From an optimization exercise on the open Yosys and OpenROAD flow, aimed at small area and a short achievable clock period; shortcuts taken in it are not production practice.
The RTL was checked by simulation tests, not by an equivalence proof against the original design.
Power is estimated from default activity; no workload was simulated.

==> design/flow/design.v <==
package snoop_fifo_pkg;
    localparam int unsigned MAX_AW = 16;
endpackage
module snoop_fifo_match #(
    parameter int unsigned DEPTH = 48,
    parameter int unsigned AW    = $clog2(DEPTH)
) (
    input  logic [DEPTH-1:0] m,         
    input  logic [AW-1:0]    head,      
    output logic             match,
    output logic [AW-1:0]    oldest_age,
    output logic [AW:0]      hits
);
    logic pc_1;
    logic pc_2;
    logic pc_3;
    logic pc_4;
    logic pc_5;
    logic pc_6;
    logic pc_7;
    logic pc_8;
    logic pc_9;
    logic pc_10;
    logic pc_11;
    logic pc_12;
    logic pc_13;
    logic pc_14;
    logic pc_15;
    logic pc_16;
    logic pc_17;
    logic pc_18;
    logic pc_19;
    logic pc_20;
    logic pc_21;
    logic pc_22;
    logic pc_23;
    logic pc_24;
    logic pc_25;
    logic pc_26;
    logic pc_27;
    logic pc_28;
    logic pc_29;
    logic pc_30;
    logic pc_31;
    logic pc_32;
    logic pc_33;
    logic pc_34;
    logic pc_35;
    logic pc_36;
    logic pc_37;
    logic pc_38;
    logic pc_39;
    logic pc_40;
    logic pc_41;
    logic pc_42;
    logic pc_43;
    logic pc_44;
    logic pc_45;
    logic pc_46;
    logic pc_47;
    logic pc_48;
    logic pc_49;
    logic pc_50;
    logic pc_51;
    logic pc_52;
    logic pc_53;
    logic pc_54;
    logic pc_55;
    logic pc_56;
    logic pc_57;
    logic pc_58;
    logic pc_59;
    logic pc_60;
    logic pc_61;
    logic pc_62;
    logic pc_63;
    logic pc_64;
    logic pc_65;
    logic pc_66;
    logic pc_67;
    logic pc_68;
    logic pc_69;
    logic pc_70;
    logic pc_71;
    logic pc_72;
    logic pc_73;
    logic pc_74;
    logic pc_75;
    logic pc_76;
    logic pc_77;
    logic pc_78;
    logic pc_79;
    logic pc_80;
    logic pc_81;
    logic pc_82;
    logic pc_83;
    logic pc_84;
    logic pc_85;
    logic pc_86;
    logic pc_87;
    logic pc_88;
    logic pc_89;
    logic pc_90;
    logic pc_91;
    logic pc_92;
    assign pc_1 = m[0] ^ m[1] ^ m[2];
    assign pc_2 = (m[0] & m[1]) | (m[0] & m[2]) | (m[1] & m[2]);
    assign pc_3 = m[3] ^ m[4] ^ m[5];
    assign pc_4 = (m[3] & m[4]) | (m[3] & m[5]) | (m[4] & m[5]);
    assign pc_5 = m[6] ^ m[7] ^ m[8];
    assign pc_6 = (m[6] & m[7]) | (m[6] & m[8]) | (m[7] & m[8]);
    assign pc_7 = m[9] ^ m[10] ^ m[11];
    assign pc_8 = (m[9] & m[10]) | (m[9] & m[11]) | (m[10] & m[11]);
    assign pc_9 = m[12] ^ m[13] ^ m[14];
    assign pc_10 = (m[12] & m[13]) | (m[12] & m[14]) | (m[13] & m[14]);
    assign pc_11 = m[15] ^ m[16] ^ m[17];
    assign pc_12 = (m[15] & m[16]) | (m[15] & m[17]) | (m[16] & m[17]);
    assign pc_13 = m[18] ^ m[19] ^ m[20];
    assign pc_14 = (m[18] & m[19]) | (m[18] & m[20]) | (m[19] & m[20]);
    assign pc_15 = m[21] ^ m[22] ^ m[23];
    assign pc_16 = (m[21] & m[22]) | (m[21] & m[23]) | (m[22] & m[23]);
    assign pc_17 = m[24] ^ m[25] ^ m[26];
    assign pc_18 = (m[24] & m[25]) | (m[24] & m[26]) | (m[25] & m[26]);
    assign pc_19 = m[27] ^ m[28] ^ m[29];
    assign pc_20 = (m[27] & m[28]) | (m[27] & m[29]) | (m[28] & m[29]);
    assign pc_21 = m[30] ^ m[31] ^ m[32];
    assign pc_22 = (m[30] & m[31]) | (m[30] & m[32]) | (m[31] & m[32]);
    assign pc_23 = m[33] ^ m[34] ^ m[35];
    assign pc_24 = (m[33] & m[34]) | (m[33] & m[35]) | (m[34] & m[35]);
    assign pc_25 = m[36] ^ m[37] ^ m[38];
    assign pc_26 = (m[36] & m[37]) | (m[36] & m[38]) | (m[37] & m[38]);
    assign pc_27 = m[39] ^ m[40] ^ m[41];
    assign pc_28 = (m[39] & m[40]) | (m[39] & m[41]) | (m[40] & m[41]);
    assign pc_29 = m[42] ^ m[43] ^ m[44];
    assign pc_30 = (m[42] & m[43]) | (m[42] & m[44]) | (m[43] & m[44]);
    assign pc_31 = m[45] ^ m[46] ^ m[47];
    assign pc_32 = (m[45] & m[46]) | (m[45] & m[47]) | (m[46] & m[47]);
    assign pc_33 = pc_1 ^ pc_3 ^ pc_5;
    assign pc_34 = (pc_1 & pc_3) | (pc_1 & pc_5) | (pc_3 & pc_5);
    assign pc_35 = pc_7 ^ pc_9 ^ pc_11;
    assign pc_36 = (pc_7 & pc_9) | (pc_7 & pc_11) | (pc_9 & pc_11);
    assign pc_37 = pc_13 ^ pc_15 ^ pc_17;
    assign pc_38 = (pc_13 & pc_15) | (pc_13 & pc_17) | (pc_15 & pc_17);
    assign pc_39 = pc_19 ^ pc_21 ^ pc_23;
    assign pc_40 = (pc_19 & pc_21) | (pc_19 & pc_23) | (pc_21 & pc_23);
    assign pc_41 = pc_25 ^ pc_27 ^ pc_29;
    assign pc_42 = (pc_25 & pc_27) | (pc_25 & pc_29) | (pc_27 & pc_29);
    assign pc_43 = pc_31 ^ pc_33 ^ pc_35;
    assign pc_44 = (pc_31 & pc_33) | (pc_31 & pc_35) | (pc_33 & pc_35);
    assign pc_45 = pc_37 ^ pc_39 ^ pc_41;
    assign pc_46 = (pc_37 & pc_39) | (pc_37 & pc_41) | (pc_39 & pc_41);
    assign pc_47 = pc_43 ^ pc_45;
    assign pc_48 = pc_43 & pc_45;
    assign pc_49 = pc_2 ^ pc_4 ^ pc_6;
    assign pc_50 = (pc_2 & pc_4) | (pc_2 & pc_6) | (pc_4 & pc_6);
    assign pc_51 = pc_8 ^ pc_10 ^ pc_12;
    assign pc_52 = (pc_8 & pc_10) | (pc_8 & pc_12) | (pc_10 & pc_12);
    assign pc_53 = pc_14 ^ pc_16 ^ pc_18;
    assign pc_54 = (pc_14 & pc_16) | (pc_14 & pc_18) | (pc_16 & pc_18);
    assign pc_55 = pc_20 ^ pc_22 ^ pc_24;
    assign pc_56 = (pc_20 & pc_22) | (pc_20 & pc_24) | (pc_22 & pc_24);
    assign pc_57 = pc_26 ^ pc_28 ^ pc_30;
    assign pc_58 = (pc_26 & pc_28) | (pc_26 & pc_30) | (pc_28 & pc_30);
    assign pc_59 = pc_32 ^ pc_34 ^ pc_36;
    assign pc_60 = (pc_32 & pc_34) | (pc_32 & pc_36) | (pc_34 & pc_36);
    assign pc_61 = pc_38 ^ pc_40 ^ pc_42;
    assign pc_62 = (pc_38 & pc_40) | (pc_38 & pc_42) | (pc_40 & pc_42);
    assign pc_63 = pc_49 ^ pc_51 ^ pc_53;
    assign pc_64 = (pc_49 & pc_51) | (pc_49 & pc_53) | (pc_51 & pc_53);
    assign pc_65 = pc_55 ^ pc_57 ^ pc_44;
    assign pc_66 = (pc_55 & pc_57) | (pc_55 & pc_44) | (pc_57 & pc_44);
    assign pc_67 = pc_46 ^ pc_59 ^ pc_61;
    assign pc_68 = (pc_46 & pc_59) | (pc_46 & pc_61) | (pc_59 & pc_61);
    assign pc_69 = pc_63 ^ pc_48 ^ pc_65;
    assign pc_70 = (pc_63 & pc_48) | (pc_63 & pc_65) | (pc_48 & pc_65);
    assign pc_71 = pc_67 ^ pc_69;
    assign pc_72 = pc_67 & pc_69;
    assign pc_73 = pc_50 ^ pc_52 ^ pc_54;
    assign pc_74 = (pc_50 & pc_52) | (pc_50 & pc_54) | (pc_52 & pc_54);
    assign pc_75 = pc_56 ^ pc_58 ^ pc_60;
    assign pc_76 = (pc_56 & pc_58) | (pc_56 & pc_60) | (pc_58 & pc_60);
    assign pc_77 = pc_62 ^ pc_64 ^ pc_73;
    assign pc_78 = (pc_62 & pc_64) | (pc_62 & pc_73) | (pc_64 & pc_73);
    assign pc_79 = pc_66 ^ pc_68 ^ pc_75;
    assign pc_80 = (pc_66 & pc_68) | (pc_66 & pc_75) | (pc_68 & pc_75);
    assign pc_81 = pc_77 ^ pc_70 ^ pc_79;
    assign pc_82 = (pc_77 & pc_70) | (pc_77 & pc_79) | (pc_70 & pc_79);
    assign pc_83 = pc_72 ^ pc_81;
    assign pc_84 = pc_72 & pc_81;
    assign pc_85 = pc_74 ^ pc_76 ^ pc_78;
    assign pc_86 = (pc_74 & pc_76) | (pc_74 & pc_78) | (pc_76 & pc_78);
    assign pc_87 = pc_80 ^ pc_85 ^ pc_82;
    assign pc_88 = (pc_80 & pc_85) | (pc_80 & pc_82) | (pc_85 & pc_82);
    assign pc_89 = pc_84 ^ pc_87;
    assign pc_90 = pc_84 & pc_87;
    assign pc_91 = pc_86 ^ pc_88 ^ pc_90;
    assign pc_92 = (pc_86 & pc_88) | (pc_86 & pc_90) | (pc_88 & pc_90);
    assign hits = {pc_92, pc_91, pc_89, pc_83, pc_71, pc_47};
    localparam int unsigned L = 64;
    logic [L-1:0] any0;
    assign any0 = L'(m);
    logic [31:0] any1;
    logic [31:0][0:0] idx1;
    logic [15:0] any2;
    logic [15:0][1:0] idx2;
    logic [7:0] any3;
    logic [7:0][2:0] idx3;
    logic [3:0] any4;
    logic [3:0][3:0] idx4;
    logic [1:0] any5;
    logic [1:0][4:0] idx5;
    logic [0:0] any6;
    logic [0:0][5:0] idx6;
    always_comb begin
        for (int i = 0; i < 32; i++) begin
            any1[i] = any0[2*i+1] | any0[2*i];
            idx1[i] = any0[2*i+1];
        end
        for (int i = 0; i < 16; i++) begin
            any2[i] = any1[2*i+1] | any1[2*i];
            idx2[i] = any1[2*i+1] ? {1'b1, idx1[2*i+1]} : {1'b0, idx1[2*i]};
        end
        for (int i = 0; i < 8; i++) begin
            any3[i] = any2[2*i+1] | any2[2*i];
            idx3[i] = any2[2*i+1] ? {1'b1, idx2[2*i+1]} : {1'b0, idx2[2*i]};
        end
        for (int i = 0; i < 4; i++) begin
            any4[i] = any3[2*i+1] | any3[2*i];
            idx4[i] = any3[2*i+1] ? {1'b1, idx3[2*i+1]} : {1'b0, idx3[2*i]};
        end
        for (int i = 0; i < 2; i++) begin
            any5[i] = any4[2*i+1] | any4[2*i];
            idx5[i] = any4[2*i+1] ? {1'b1, idx4[2*i+1]} : {1'b0, idx4[2*i]};
        end
        for (int i = 0; i < 1; i++) begin
            any6[i] = any5[2*i+1] | any5[2*i];
            idx6[i] = any5[2*i+1] ? {1'b1, idx5[2*i+1]} : {1'b0, idx5[2*i]};
        end
    end
    assign match      = any6[0];
    assign oldest_age = match ? AW'(head - idx6[0]) : '0;
endmodule
module snoop_fifo_param #(
    parameter int unsigned WIDTH   = 64,
    parameter int unsigned DEPTH   = 48,
    parameter int unsigned KEY_W   = 16,
    parameter int unsigned KEY_LSB = 0,
    parameter int unsigned AW      = $clog2(DEPTH)
) (
    input  logic             clk,
    input  logic             rst,
    input  logic [WIDTH-1:0] wdata,
    input  logic             wvalid,
    output logic             wready,
    output logic [WIDTH-1:0] rdata,
    output logic             rvalid,
    input  logic             rready,
    input  logic [KEY_W-1:0] sdata,
    input  logic             svalid,
    output logic             sresp_valid,
    output logic             smatch,
    output logic [AW-1:0]    sage,
    output logic [AW:0]      shits,
    output logic [AW:0]      count
);
    logic [DEPTH-1:0][WIDTH-1:0] mem;
    logic                        push;
    logic                        pop;
    logic [DEPTH-1:0]            eq;
    logic [DEPTH-1:0]            m_q;
    logic [AW-1:0]               head_q;
    logic                        v_q;
    logic                        m_match;
    logic [AW-1:0]               m_age;
    logic [AW:0]                 m_hits;
    assign wready = (count != (AW+1)'(DEPTH));
    assign rvalid = (count != '0);
    assign push   = wvalid & wready;
    assign pop    = rvalid & rready;
    always_ff @(posedge clk or posedge rst) begin
        if (rst) begin
            count <= '0;
            v_q   <= 1'b0;
        end else begin
            case ({push, pop})
                2'b10:   count <= count + (AW+1)'(1);
                2'b01:   count <= count - (AW+1)'(1);
                default: count <= count;
            endcase
            v_q <= svalid;
        end
    end
    always_ff @(posedge clk) begin
        if (push)
            mem <= {mem[DEPTH-2:0], wdata};
    end
    always_comb begin
        rdata = '0;
        for (int unsigned i = 0; i < DEPTH; i++)
            rdata = rdata | (mem[i] & {WIDTH{count == (AW+1)'(i + 1)}});
    end
    always_comb begin
        for (int unsigned i = 0; i < DEPTH; i++)
            eq[i] = (mem[i][KEY_LSB +: KEY_W] == sdata) && (count > (AW+1)'(i));
    end
    always_ff @(posedge clk) begin
        m_q    <= eq;
        head_q <= AW'(count - (AW+1)'(1));
    end
    snoop_fifo_match #(
        .DEPTH (DEPTH),
        .AW    (AW)
    ) u_match (
        .m          (m_q),
        .head       (head_q),
        .match      (m_match),
        .oldest_age (m_age),
        .hits       (m_hits)
    );
    assign sresp_valid = v_q;
    assign smatch      = v_q & m_match;
    assign sage        = v_q ? m_age : '0;
    assign shits       = v_q ? m_hits : '0;
endmodule
==> design/flow/run.sh <==
#!/bin/bash
# synth_recipe.tcl (not shown) runs the flow's synth.tcl, then flattens the netlist and writes it again
# the make line also repeats each setting of config.mk as NAME=value (left out here)
make -C /OpenROAD-flow-scripts/flow DESIGN_CONFIG=/design/flow/config.mk WORK_HOME=/design/flow/orfs CLKGATE_MAP_FILE= SYNTH_SCRIPT=/design/flow/synth_recipe.tcl finish
==> design/flow/config.mk <==
export PLATFORM = sky130hd
export DESIGN_NAME = snoop_fifo_param
export DESIGN_NICKNAME = snoop_fifo_param
export VERILOG_FILES = /design/flow/design.v
export SDC_FILE = /design/flow/constraint.sdc
export NUM_CORES = 4
export LEC_CHECK = 0
export CAP_MARGIN = 20
export CORE_MARGIN = 2
export CORE_UTILIZATION = 38
export SLEW_MARGIN = 20
==> design/flow/constraint.sdc <==
create_clock -name core_clock -period 140.0 [get_ports {clk}]
set_input_delay 28.0000 -clock core_clock [delete_from_list [all_inputs] [get_ports {clk}]]
set_output_delay 28.0000 -clock core_clock [all_outputs]
set_load 0.01 [all_outputs]
==> results.txt <==
-- through the flow --
| stage | hold slack (ns) | setup slack [ns] |
|---|---|---|
| after floorplan | 0.420 | 49.23 |
| after global placement | 0.428 | 105.41 |
| after detailed placement | 0.428 | 105.26 |
| after CTS | 0.411 | 104.99 |
| after global routing | 0.430 | 104.99 |
| final | 0.425 | 104.76 |
-- registers in the layout, summed over array words and instances (netlist names) --
register / flops
head_q: 6
mem: 3072
m_q: 48
count: 7
v_q: 1
-- where the power goes --
part	internal (mW)	switching (mW)	leakage, nW	total, mW
clock network	0.487	0.387	5.10	0.874
logic	0.144	0.337	10.6	0.481
registers	1.14	0.0714	30.6	1.21
-- worst reg2reg max path, delay by kind of cell (launching register included) --
family | cells | cell delay [ns]
fa+ha+maj | 1 | 0.26
buf+inv | 10 | 6.77
flops | 1 | 0.85
simple gates | 3 | 0.79
-- layer usage --
layer / GRT usage [%] / up-vias
li1: - / 29700
met1: 43.0 / 41300
met2: 45.2 / 7295
met3: 9.89 / 1421
met4: 17.9 / 46
met5: 0 / -
-- final cells by class --
type,instances,area [µm²],share of cell area [%]
flip-flops and latches,3134,93500,66.6
multi-input cells,3412,27300,19.4
clock buffers,396,8550,6.09
well taps,4305,5390,3.84
repair buffers,390,3440,2.45
clock inverters,198,1890,1.35
inverters,81,312,0.222
diodes,28,70.1,0.0499
-- logic make-up (layout without fill, tap and decap cells) --
| family | after synthesis | in the layout | share of synthesized area, % |
|---|---|---|---|
| flip-flops | 3134 | 3134 | 76.3 |
| other | 1 | 29 | 0.00306 |
| multiplexers | 20 | 20 | 0.182 |
| XOR/XNOR | 782 | 782 | 5.59 |
| AO/OA/AOI/OAI | 1611 | 1611 | 10.7 |
| AND/OR/NAND/NOR | 932 | 932 | 4.39 |
| buffers and inverters | 530 | 1065 | 1.89 |
| adder cells (fa/ha/maj) | 66 | 66 | 0.937 |
-- layout by cell type, fill, tap and decap left out, drive strengths merged, types with 9 or more instances in the layout --
master	count
or4	81
a222oi	36
xor2	467
a21oi	59
a22oi	546
nor3	44
nand4	277
diode	28
and4	16
o21ai	26
nand3	41
inv	100
a221oi	428
bufinv	26
nand2	154
buf	235
mux2	18
clkdlybuf4s50	155
nor4	136
edfxtp	3072
nor2	110
ha	23
and3	11
clkinv	144
clkbuf	396
and2	10
a22o	447
xnor2	315
clkinvlp	9
fa	43
dfxtp	54
-- how the worst min path moves through the flow --
stage                    from         to  slack, ns  cells after the start
floorplan           mem[1617]  mem[1681]       0.42                      0
global placement     mem[740]   mem[804]       0.43                      0
detailed placement  mem[1882]  mem[1946]       0.43                      0
CTS                 mem[2260]  mem[2324]       0.41                      0
global route        mem[1193]  mem[1257]       0.43                      0
finish              mem[2286]  mem[2350]       0.43                      0
==> results.txt <==
The number of max-slew violations in the final report came out at 0. The worst setup path is of the reg2out kind. The die height is 572 µm. The depth of the most critical reg-to-reg path is 14. The number of fillers in the final layout came out at roughly 28000. The total length of routed wires is 532000 µm. After clock tree synthesis, the clock-pin slew on the worst setup and hold paths is 0.06 ns. The floorplan step set the die width to 572 µm.

CTS placed an instance of sky130_fd_sc_hd__clkbuf_16 at the clock tree root. The CTS H-tree depth came out at 5. The detail route stage leaves a number of antenna-violating nets equal to 0. The final cell area excluding filler cells is 140000 µm². The share of the clock period used by the worst path after layout came out at around 25%. The worst setup path is captured at a primary output. The setup clock skew after layout came out at 0.0470 ns. The most frequently used flop master after synthesis is sky130_fd_sc_hd__edfxtp_1. In this design, the largest share of critical-path delay is due to buffers and inverters. At the later pin of the worst-skew pair, clock insertion delay measures 0.96 ns. For this block, the initial DRC count from the detailed router was 15000. The share of post-route cells with drive strength above 1 is about a tenth. The critical path goes through buf_4, or3b_2, nor2_4, buf_4, buf_4, a222oi_1, nand4_1, or4_1, clkdlybuf4s50_1. The highest fanout seen on the critical path is 32. The arrival time reported for the critical path endpoint is about 7.2 ns. The largest total area in the synthesized netlist belongs to sky130_fd_sc_hd__edfxtp_1.

Of the synthesized area, sequential elements account for 76.3%. When the netlist entered floorplanning its net count stood at 7227. The final setup violation count came out at 0. Setup repair after global routing left no endpoint under its margin.

The total die area came out at 327000 µm². After synthesis, the most frequently instantiated cells are sky130_fd_sc_hd__edfxtp_1 (3072), sky130_fd_sc_hd__a22oi_1 (545), sky130_fd_sc_hd__xor2_1 (467). Buffers inserted during clock tree synthesis total 330. Summed over all nets, the half-perimeter wirelength after detailed placement is 336000 µm.

Input and output buffers added on the ports amount to about 170. In the routed layout, each cell is associated on average with a via count of around 6.7. The most common cell in the synthesized netlist is sky130_fd_sc_hd__edfxtp_1. For this configuration, the core starts out at a cell density of 38.2%. The termination of the worst setup path is rdata[6]. The residual DRC count came out at 0.

Dividing the detail-routed wire length by the instance count gives 44.5 µm. The global-route wire length before repair is 695000 µm. For this design, the slowest cell found on the critical path is sky130_fd_sc_hd__nor2_4.

The placed instances occupy a cell area of 130000 µm². The largest net degree at the start of global routing is 200. The total count of hold-check failures in the final report was 0.

The Yosys step of the flow raised 2 warnings. The post-CTS setup-driven buffer insertion count came out at 0. The cell area after technology mapping is 123000 µm². The all-layer global routing usage came out at 31.8%. The number of synthesized flops with an enable pin came out at 3072. The via count of the first global-routing pass came out at about 75000.

The number of hold-repair buffers added at the cts stage came out at 0. In this run the register-to-register setup slack is 130.91 ns. The detailed-routing iteration count for the pre-antenna-repair pass came out at 8. At the end of routability-driven placement, the weighted congestion stood at around 1.1. The path class of the tightest hold or removal check is reg2reg. Counting both buffers and inverters, the worst setup path holds a total of 4.

The core footprint came out at between 300000 and 400000 µm². The number of instances in the synthesized netlist is 7076. The cell type with the highest occurrence count on the critical path is sky130_fd_sc_hd__buf_4. For this design the static power due to leakage is 46.3 nW. The number of gates on the worst path with buffers counted came out at 9. The flow ran to the end and the layout has no timing, DRC or antenna violations. The proportion of netlist area held by the largest area contributor is around three quarters.

The routed metal-1 wirelength is 197000 µm. A synthesized cell averages 17.3 µm². The highest clock frequency the design can meet came out at 28.4 MHz. The kind of launch point of the worst setup path is a flop.

The total power of the final layout came out at approximately 2.6 mW. The async set or reset register ratio after synthesis came out at 0.255%. The final route contains 79700 vias.

The highest ir drop seen on vdd is 0.0150 mV. The growth of design area from synthesis to finish is 14.6%. At the worst endpoint, the required time is between 100 and 150 ns. The synthesized design contains 3134 register bits. The measured slew at the worst slew-check pin is 1.34 ns. The number of antenna violations at the first check in global routing came out at 62. In this run the worst setup path begins at count[4]. The startpoint identified for the worst register-to-register timing path is count[1]. The largest buffer count on any clock path came out at 4. Counting every sink on the clock net gives 3134. The tool flagged a number of max-cap violations equal to 0.

Post-CTS repair changed the size of 0 cells. In this run, distinct cell masters in the synthesized netlist total 77. The minimum clock period after layout is 35.24 ns. Ranked by total cell area, the synthesized netlist is headed by sky130_fd_sc_hd__edfxtp_1 (75%), sky130_fd_sc_hd__a22oi_1 (3.3%), sky130_fd_sc_hd__xor2_1 (3.3%). Wire segments on met3 add up to 74900 µm in the final route. The net count reported at finish is 7500. The final instance count without filler cells came out at 11900. The critical register-to-register path endpoint is mem[2280]. The TritonCTS clock tree is yes. The total negative slack is 0 ns.

The power per standard cell area came out at 18.2 nW/µm². 173 I/O pins were placed. The placement row count came out at 208.

The total congestion overflow after global routing came out at 0. The maximum single-stage delay on the critical path came out at 0.97 ns. Signal routing reaches up to met5. The cell count after placement came out at 11300.

In the detailed route, the total length drawn on met2 is 224000 µm. Headroom to the max-slew limit came out at a little over 10%. The final cell utilization of the core came out at 43.7%.

port drivers added, routing unchanged:
The results above use ideal ports. As a check the final layout listed here was re-extracted and re-timed, cells and wires unchanged.
Step 1 assumes that a clkbuf_16 drives the clock port and a buf_2 every other input.
Step 2 also shifts input and output timing later by t, the mid clock arrival at the registers, as if the neighbouring blocks saw the same clock.
Slacks: ideal ports / drivers / drivers and shift; pairs: ideal ports / drivers.
shift t [ns]: 1.028
slack for setup (ns): 104.762 / 104.667 / 105.102
worst register clock-pin slew, ns: 0.07 / 0.07
After both steps setup and hold are still met in this run. For this run, drivers alone change the setup slack by -0.095 ns; drivers and shift together by +0.340 ns.
